Source: an optimization exercise on an open RTL-to-GDS flow (aim: a short achievable clock period and few clock cycles). Production flows keep margins and buffers that such runs may drop. In this exercise RTL edits were held to simulation tests only and were not proved equivalent to the original. Power and IR drop assume default switching activity.

==> flow/design.v <==
`default_nettype none
package riscv_pkg;
    localparam int unsigned xlen     = 32;
    localparam int unsigned nregs    = 32;
    localparam logic [xlen-1:0] reset_pc = '0;
    typedef logic [xlen-1:0] word_t;
    typedef logic [4:0]      reg_addr_t;
    typedef logic [11:0]     imm_i_raw_t;
    typedef logic [11:0]     imm_s_raw_t;
    typedef logic [12:0]     imm_b_raw_t;
    typedef logic [20:0]     imm_j_raw_t;
    typedef enum logic [6:0] {
        opc_op     = 7'b0110011,
        opc_op_imm = 7'b0010011,
        opc_load   = 7'b0000011,
        opc_store  = 7'b0100011,
        opc_branch = 7'b1100011,
        opc_jal    = 7'b1101111,
        opc_jalr   = 7'b1100111,
        opc_system = 7'b1110011
    } opcode_e;
    typedef enum logic [3:0] {
        alu_add,
        alu_sub,
        alu_and,
        alu_or,
        alu_xor,
        alu_slt,
        alu_sll,
        alu_srl,
        alu_sra
    } aluop_e;
    typedef enum logic [1:0] {
        immsrc_i,
        immsrc_s,
        immsrc_b,
        immsrc_j
    } immsrc_e;
    typedef enum logic [1:0] {
        res_alu,
        res_mem,
        res_pc_plus4
    } resultsrc_e;
    typedef enum logic [1:0] {
        st_idle,
        st_run,
        st_halt
    } core_state_e;
    typedef struct packed {
        opcode_e    opcode;
        logic [2:0] funct3;
        logic       funct7_5;
        reg_addr_t  rs1;
        reg_addr_t  rs2;
        reg_addr_t  rd;
        imm_i_raw_t imm_i_raw;
        imm_s_raw_t imm_s_raw;
        imm_b_raw_t imm_b_raw;
        imm_j_raw_t imm_j_raw;
    } instr_fields_t;
    typedef struct packed {
        logic       reg_write;
        logic       mem_write;
        logic       alu_src;
        aluop_e     alu_control;
        immsrc_e    imm_src;
        resultsrc_e result_src;
        logic       branch;
        logic       branch_ne;
        logic       jump;
        logic       jump_reg;
        logic       halt_req;
    } ctrl_t;
    typedef struct packed {
        word_t addr;
        word_t wdata;
        logic  we;
    } dmem_req_t;
endpackage
`default_nettype wire
`timescale 1ns/1ps
`default_nettype none
module riscv_core (
    input  logic        clk,
    input  logic        rst_n,
    output logic [31:0] imem_addr,
    input  logic [31:0] imem_rdata,
    output logic [64:0] dmem_req,
    input  logic [31:0] dmem_rdata,
    output logic        halted,
    output logic [31:0] instret
);
    logic [31:0] pc_q;
    logic        halted_q;
    logic [31:0] instret_q;
    logic [31:0] rf [1:31];
    logic        e_valid;
    logic        e_ld, e_st, e_br, e_jalr, e_halt, e_link;
    logic        e_wr;
    logic [4:0]  e_rd;
    logic        e_ne, e_pred;
    logic        e_useimm;
    logic        s_add, s_sub, s_sll, s_slt, s_xor, s_srl, s_sra, s_or, s_and;
    logic [31:0] e_imm;
    logic [31:0] e_rv1, e_rv2;
    logic        fa_m, fa_w, fb_m, fb_w;
    logic [31:0] e_pc4;
    logic [31:0] e_alt;
    logic        m_valid;
    logic        m_wr;
    logic        m_ld;
    logic [4:0]  m_rd;
    logic [31:0] m_res;
    logic [31:0] m_wdata;
    logic        m_st;
    logic [31:0] w_val;
    logic [31:0] ins;
    logic [6:0]  opc;
    logic [4:0]  rs1, rs2, rd;
    logic [2:0]  f3;
    logic        f_op, f_opi, f_ld, f_st, f_br, f_jal, f_jalr, f_halt;
    logic        use1, use2, f_wr;
    logic [31:0] imm_i, imm_s, imm_b, imm_j;
    assign ins  = imem_rdata;
    assign opc  = ins[6:0];
    assign rs1  = ins[19:15];
    assign rs2  = ins[24:20];
    assign rd   = ins[11:7];
    assign f3   = ins[14:12];
    assign f_op   = (opc == 7'b0110011);
    assign f_opi  = (opc == 7'b0010011);
    assign f_ld   = (opc == 7'b0000011);
    assign f_st   = (opc == 7'b0100011);
    assign f_br   = (opc == 7'b1100011);
    assign f_jal  = (opc == 7'b1101111);
    assign f_jalr = (opc == 7'b1100111);
    assign f_halt = !(f_op || f_opi || f_ld || f_st || f_br || f_jal || f_jalr);
    assign use1 = f_op || f_opi || f_ld || f_st || f_br || f_jalr;
    assign use2 = f_op || f_st || f_br;
    assign f_wr = (f_op || f_opi || f_ld || f_jal || f_jalr) && (rd != 5'd0);
    assign imm_i = {{20{ins[31]}}, ins[31:20]};
    assign imm_s = {{20{ins[31]}}, ins[31:25], ins[11:7]};
    assign imm_b = {{19{ins[31]}}, ins[31], ins[7], ins[30:25], ins[11:8], 1'b0};
    assign imm_j = {{11{ins[31]}}, ins[31], ins[19:12], ins[20], ins[30:21], 1'b0};
    logic        pred;
    logic [31:0] pc4, tgt_b, tgt_j, tgt;
    assign pred  = f_jal || (f_br && (ins[31] || f3[0]));
    assign pc4   = pc_q + 32'd4;
    assign tgt_b = pc_q + imm_b;
    assign tgt_j = pc_q + imm_j;
    assign tgt   = f_jal ? tgt_j : tgt_b;
    logic [31:0] rv1, rv2;
    assign rv1 = (rs1 == 5'd0) ? 32'd0 : rf[rs1];
    assign rv2 = (rs2 == 5'd0) ? 32'd0 : rf[rs2];
    logic stall;
    assign stall = e_valid && e_ld && e_wr &&
                   ((use1 && (rs1 == e_rd)) || (use2 && (rs2 == e_rd)));
    logic [31:0] a, bv, op2, sum, diff, alu;
    logic        slt, taken, redirect;
    logic [31:0] redir_pc;
    always_comb begin
        if (fa_m)      a = m_res;
        else if (fa_w) a = w_val;
        else           a = e_rv1;
        if (fb_m)      bv = m_res;
        else if (fb_w) bv = w_val;
        else           bv = e_rv2;
    end
    assign op2  = e_useimm ? e_imm : bv;
    assign sum  = a + op2;
    assign diff = a - op2;
    assign slt  = (a[31] != op2[31]) ? a[31] : diff[31];
    always_comb begin
        alu = 32'd0;
        if (s_add)  alu = alu | sum;
        if (s_sub)  alu = alu | diff;
        if (s_sll)  alu = alu | (a << op2[4:0]);
        if (s_slt)  alu = alu | {31'd0, slt};
        if (s_xor)  alu = alu | (a ^ op2);
        if (s_srl)  alu = alu | (a >> op2[4:0]);
        if (s_sra)  alu = alu | 32'($signed(a) >>> op2[4:0]);
        if (s_or)   alu = alu | (a | op2);
        if (s_and)  alu = alu | (a & op2);
        if (e_link) alu = alu | e_pc4;
    end
    assign taken    = (a == bv) != e_ne;
    assign redirect = e_valid && ((e_br && (taken != e_pred)) || e_jalr);
    assign redir_pc = e_jalr ? {sum[31:1], 1'b0} : e_alt;
    logic kill, issue;
    assign kill  = redirect || (e_valid && e_halt) || halted_q;
    assign issue = !kill && !stall;
    always_ff @(posedge clk) begin
        if (!rst_n) begin
            pc_q <= 32'd0;
        end else if (redirect) begin
            pc_q <= redir_pc;
        end else if (!stall) begin
            pc_q <= pred ? tgt : pc4;
        end
    end
    always_ff @(posedge clk) begin
        if (!rst_n) begin
            e_valid  <= 1'b0;
            m_valid  <= 1'b0;
            m_st     <= 1'b0;
            halted_q <= 1'b0;
            instret_q <= 32'd0;
        end else begin
            e_valid  <= issue;
            m_valid  <= e_valid && e_wr;
            m_st     <= e_valid && e_st;
            if (e_valid && e_halt) halted_q <= 1'b1;
            if (e_valid && !e_halt) instret_q <= instret_q + 32'd1;
        end
    end
    always_ff @(posedge clk) begin
        e_ld     <= f_ld;
        e_st     <= f_st;
        e_br     <= f_br;
        e_jalr   <= f_jalr;
        e_halt   <= f_halt;
        e_link   <= f_jal || f_jalr;
        e_wr     <= f_wr;
        e_rd     <= rd;
        e_ne     <= f3[0];
        e_pred   <= pred;
        e_useimm <= f_opi || f_ld || f_st || f_jalr;
        s_add    <= (f_op && ((f3 == 3'b000 && !ins[30]) || f3 == 3'b011)) ||
                    (f_opi && (f3 == 3'b000 || f3 == 3'b011)) || f_ld || f_st;
        s_sub    <= f_op && f3 == 3'b000 && ins[30];
        s_sll    <= (f_op || f_opi) && f3 == 3'b001;
        s_slt    <= (f_op || f_opi) && f3 == 3'b010;
        s_xor    <= (f_op || f_opi) && f3 == 3'b100;
        s_srl    <= (f_op && f3 == 3'b101 && !ins[30]) || (f_opi && f3 == 3'b101);
        s_sra    <= f_op && f3 == 3'b101 && ins[30];
        s_or     <= (f_op || f_opi) && f3 == 3'b110;
        s_and    <= (f_op || f_opi) && f3 == 3'b111;
        e_imm    <= f_st ? imm_s : imm_i;
        e_rv1    <= rv1;
        e_rv2    <= rv2;
        fa_m     <= use1 && e_valid && e_wr && (rs1 == e_rd);
        fa_w     <= use1 && m_valid && (rs1 == m_rd);
        fb_m     <= use2 && e_valid && e_wr && (rs2 == e_rd);
        fb_w     <= use2 && m_valid && (rs2 == m_rd);
        e_pc4    <= pc4;
        e_alt    <= pred ? pc4 : tgt_b;
    end
    always_ff @(posedge clk) begin
        m_wr    <= e_wr;
        m_ld    <= e_ld;
        m_rd    <= e_rd;
        m_res   <= (e_ld || e_st) ? sum : alu;
        m_wdata <= bv;
    end
    logic [31:0] wb;
    assign wb = m_ld ? dmem_rdata : m_res;
    always_ff @(posedge clk) begin
        if (m_valid) begin
            rf[m_rd] <= wb;
        end
        w_val <= wb;
    end
    assign imem_addr = pc_q;
    assign dmem_req  = {m_res, m_wdata, m_st};
    assign halted    = halted_q;
    assign instret   = instret_q;
endmodule
`default_nettype wire
==> flow/run.sh <==
#!/bin/bash
# synth_recipe.tcl (not shown) runs the flow's synth.tcl, then flattens the netlist and writes it again
# the make line also repeats each setting of config.mk as NAME=value (left out here)
make -C /OpenROAD-flow-scripts/flow DESIGN_CONFIG=/design/flow/config.mk WORK_HOME=/design/flow/orfs CLKGATE_MAP_FILE= SYNTH_SCRIPT=/design/flow/synth_recipe.tcl finish
==> flow/config.mk <==
export PLATFORM = sky130hd
export DESIGN_NAME = riscv_core
export DESIGN_NICKNAME = riscv_core
export VERILOG_FILES = /design/flow/design.v
export SDC_FILE = /design/flow/constraint.sdc
export NUM_CORES = 4
export LEC_CHECK = 0
export CAP_MARGIN = 20
export CORE_MARGIN = 2
export CORE_UTILIZATION = 40
export SLEW_MARGIN = 20
==> flow/constraint.sdc <==
create_clock -name core_clock -period 11.0 [get_ports {clk}]
set_input_delay 2.2000 -clock core_clock [delete_from_list [all_inputs] [get_ports {clk}]]
set_output_delay 2.2000 -clock core_clock [all_outputs]
set_load 0.01 [all_outputs]
==> summary.txt <==
per-layer routing:
metal  wire length [µm]  part of all wire [%]  up-vias
li1                   -                     -    20800
met1              96100                    37    25600
met2             124000                    48     2612
met3              19800                   7.7      702
met4              17700                   6.9        4
met5                 34                 0.013        -
cell families after synthesis:
logic type,share of synthesized area (%)
DFF,52.1
AOI/OAI and AO/OA,10.6
and+or+nand+nor,6.56
muxes,22.6
buffers and inverters,3.10
xor gates and xnor gates,2.36
adders and majority gates,2.66
cells in the final DEF (no fill, tap or decap), drive strengths merged, types with 59 or more instances in the layout:
master / synthesis / final
clkdlybuf4s50: 0 / 185
a221oi: 69 / 69
clkbuf: 241 / 197
ha: 141 / 141
nand3: 85 / 85
o21a: 59 / 59
nor3: 77 / 77
o21ai: 234 / 234
mux2i: 267 / 267
nand2: 280 / 280
mux2: 149 / 149
mux4: 506 / 506
nor2: 353 / 353
buf: 137 / 134
edfxtp: 992 / 992
dfxtp: 337 / 337
xor2: 75 / 75
inv: 164 / 172
xnor2: 114 / 114
a21oi: 314 / 314
worst max-delay path by stage:
| stage | from | end |
|---|---|---|
| 3_3_place_gp | fb_w | m_res[31] |
| 4_1_cts | fb_w | m_res[31] |
| 6_report | fb_w | m_res[31] |
| 3_5_place_dp | fb_w | m_res[31] |
| 2_1_floorplan | imem_rdata[22] | pc_q[29] |
| 5_1_grt | fb_w | m_res[31] |
metrics by stage:
step	instance area (µm²)	hold slack (ns)	setup slack, ns	utilization, %	power (W)
2_1_floorplan	70100	0.352	5.37	-	0.00711
3_3_place_gp	74700	0.392	4.80	42.9	0.00800
3_5_place_dp	74700	0.389	4.70	42.9	0.00800
4_1_cts	79500	0.400	4.68	45.7	0.0130
5_1_grt	79500	0.406	4.23	45.7	0.0134
6_report	79500	0.397	4.60	45.7	0.0130
registers in the layout, indices dropped and copies added, names as in the netlist, 12 cells and up:
signal	cells
m_res	32
e_imm	12
rf	992
instret_q	32
e_pc4	31
e_rv2	32
w_val	32
e_rv1	32
e_alt	32
pc_q	32
m_wdata	32
area by class of cell:
class,count,area (µm²),area share (%)
clock inverters,65,803,1.01
flip-flops and latches,1329,36500,46.0
well taps,2325,2910,3.66
multi-input cells,3383,31700,39.9
clock buffers,197,4030,5.07
repair buffers,319,2910,3.66
diodes,3,7.51,0.00944
inverters,166,623,0.784
power breakdown:
part | internal (W) | total (W) | leakage (nW) | switching, W
logic | 0.000791 | 0.00227 | 12.9 | 0.00148
clock network | 0.00295 | 0.00503 | 2.34 | 0.00208
registers | 0.00557 | 0.00569 | 12.0 | 0.000122
total | 0.00931 | 0.0130 | 27.2 | 0.00368
==> results.py <==
metrics = {
    "placed_design": {
        "portBuffers": 195,
        "place_hpwl_um": 167000,
        "post-place-cells": 7521,
        "gp_congestion": 0.986,
    },
    "global_route": {
        "gr-total-overflow": 0,
        "track_usage_pct": 28.5,
        "grt_pass1_vias": 49400,
        "grt_max_degree": 107,
        "grt_antenna_before_repair": 9,
        "busiest_layer": "met2",
        "met1_usage_pct": 35.0,
        "gr-usage-met3_pct": 4.90,
        "grtUsageMet2_pct": 47.2,
        "grt_pass1_wl_um": 366000,
    },
    "worst_setup_path": {
        "r2r-end": "m_res[31]",
        "r2r_slack_ns": 4.60,
        "critical_path_peak_fanout": 32,
        "arrival_ns": 7.09,
        "cp-end-kind": "register",
        "cp_top_family": "compound AO/OA/AOI/OAI gates",
        "reg2reg_from": "fb_w",
        "cp.depth": 22,
        "required_ns": 11.68,
        "crit_type": "register to register",
        "crit_slowest_cell": "o21ai_0",
        "start_kind": "register",
        "slowest_delay_ns": 0.85,
        "crit_buf_inv": 2,
        "worstPathCellList": "buf_4 > mux2i_1 > o21ai_0 > a21boi_0 > ha_1 > or3_1 > or3_1 > o31ai_1 > o41ai_2 > buf_4 > o221ai_1 > a211oi_1 > a21oi_1 > a21oi_1 > nor2_1 > nor2_1 > fa_1 > nor2b_1 > a21oi_1 > o2111ai_1 > a31oi_1 > o221ai_1",
        "crit_top_cell": "a21oi_1",
        "reg2reg_depth": 22,
    },
    "outcome": {
        "status": "timing/DRC/antenna clean",
    },
    "logic_synthesis": {
        "syn_area_um2": 70100,
        "netlist_top_cells_count": "992 x edfxtp_1, 506 x mux4_2, 351 x nor2_1, 337 x dfxtp_1, 314 x a21oi_1",
        "seq_area_frac_synth_pct": 52.1,
        "synthesis.nets": 5468,
        "yosysWarnings": 1,
        "synthMostInstantiatedCell": "edfxtp_1",
        "synth_flop_cell": "edfxtp_1",
        "synth-seq-cells": 1329,
        "synth_top_area_cell": "edfxtp_1",
        "yosysUniqueCellTypes": 95,
        "synth_top_area_share_pct": 42.5,
        "avgSynthCellArea_um2": 13.3,
        "synth-edff-count": 992,
        "synth_cells": 5256,
        "synthArstFlopShare_pct": 0,
        "synthTopCellsByArea": "edfxtp_1 42%, mux4_2 16%, dfxtp_1 9.6%",
    },
    "floorplanning": {
        "pin_count": 196,
        "die_h_um": 423,
        "start_util_pct": 40.3,
        "core_area_um2": 174000,
        "die_w_um": 423,
        "row_count": 153,
        "die_area_um2": 179000,
    },
    "final_layout": {
        "layout-drive-gt1-share_pct": 20.0,
        "final_nets": 5557,
        "nFillCells": 15300,
        "finalNonFillerCells": 7787,
        "syn_to_final_growth_pct": 13.4,
    },
    "sta": {
        "finalHoldViolations": 0,
        "fmax_mhz": 156,
        "fin_skew_ns": 0.0383,
        "finalCriticalPeriod_ns": 6.40,
        "fin_crit_sh_pct": 58.2,
        "finalSetupViolations": 0,
        "max_slew_margin_pct": 18.8,
        "fin_setup_tns_ns": 0,
        "slew_violations": 0,
        "rsz0062_at_grt": "no",
        "tightest_slew_ns": 1.21,
    },
    "detailed_routing": {
        "drt_iter0_drc": 6187,
        "drtPass1Iterations": 6,
        "via_count": 49800,
        "drt-vias-per-instance": 6.39,
        "remaining_drc_errors": 0,
        "ant_nets": 0,
        "wirelength_um": 258000,
        "wire_per_inst_um": 33.1,
    },
    "job": {
        "cap_violations": 0,
    },
    "clocking": {
        "post_cts_buffers": 0,
        "cts_tree": "done",
        "cts_root_buf": "clkbuf_16",
        "clockBufferDepth": 3,
        "cts_num_sinks": 1329,
        "cts_max_level": 4,
        "clk_latency_ns": 0.82,
        "ctsResizeCount": 0,
        "path_clk_slew_ns": 0.07,
        "ctsHoldBuffers": 0,
        "cts_made_buffers": 146,
    },
    "hold_path": {
        "hold_path.class": "register to register",
        "worstHoldStart": "e_rd[3]",
        "worst_hold_path.num_cells": 0,
        "min_to": "m_rd[3]",
    },
    "power_and_ir_drop": {
        "irDropWorstVdd_mv": 0.169,
        "p_leak_nw": 27.2,
        "powerDensity_nw_per_um2": 163,
    },
}
Testbench counts, summed over its fixed seeds: cycles 47,573.

[re-timing with driven ports]
The flow's constraints put no driver on any port. The routed layout listed below was extracted and timed again, unchanged, in two steps.
Step 1, drivers: a clkbuf_16 drives clk and a buf_2 each remaining input, both assumed.
Step 2, shift: input delay + t, output delay - t, t = (earliest + latest rising clock arrival at the registers) / 2. This alone moves slack from input paths to output paths.
Slacks: ideal / step 1 / step 2; pairs: ideal / step 1.
shift t [ns]: 0.885
slack for setup (ns): 4.596 / 4.596 / 4.596
worst register clock-pin slew, ns: 0.07 / 0.07
cell pins on the clock port's net: 1
After both steps setup and hold are still met in this run. The setup slack of this run moves by 0.000 ns with the drivers and by 0.000 ns with both steps.
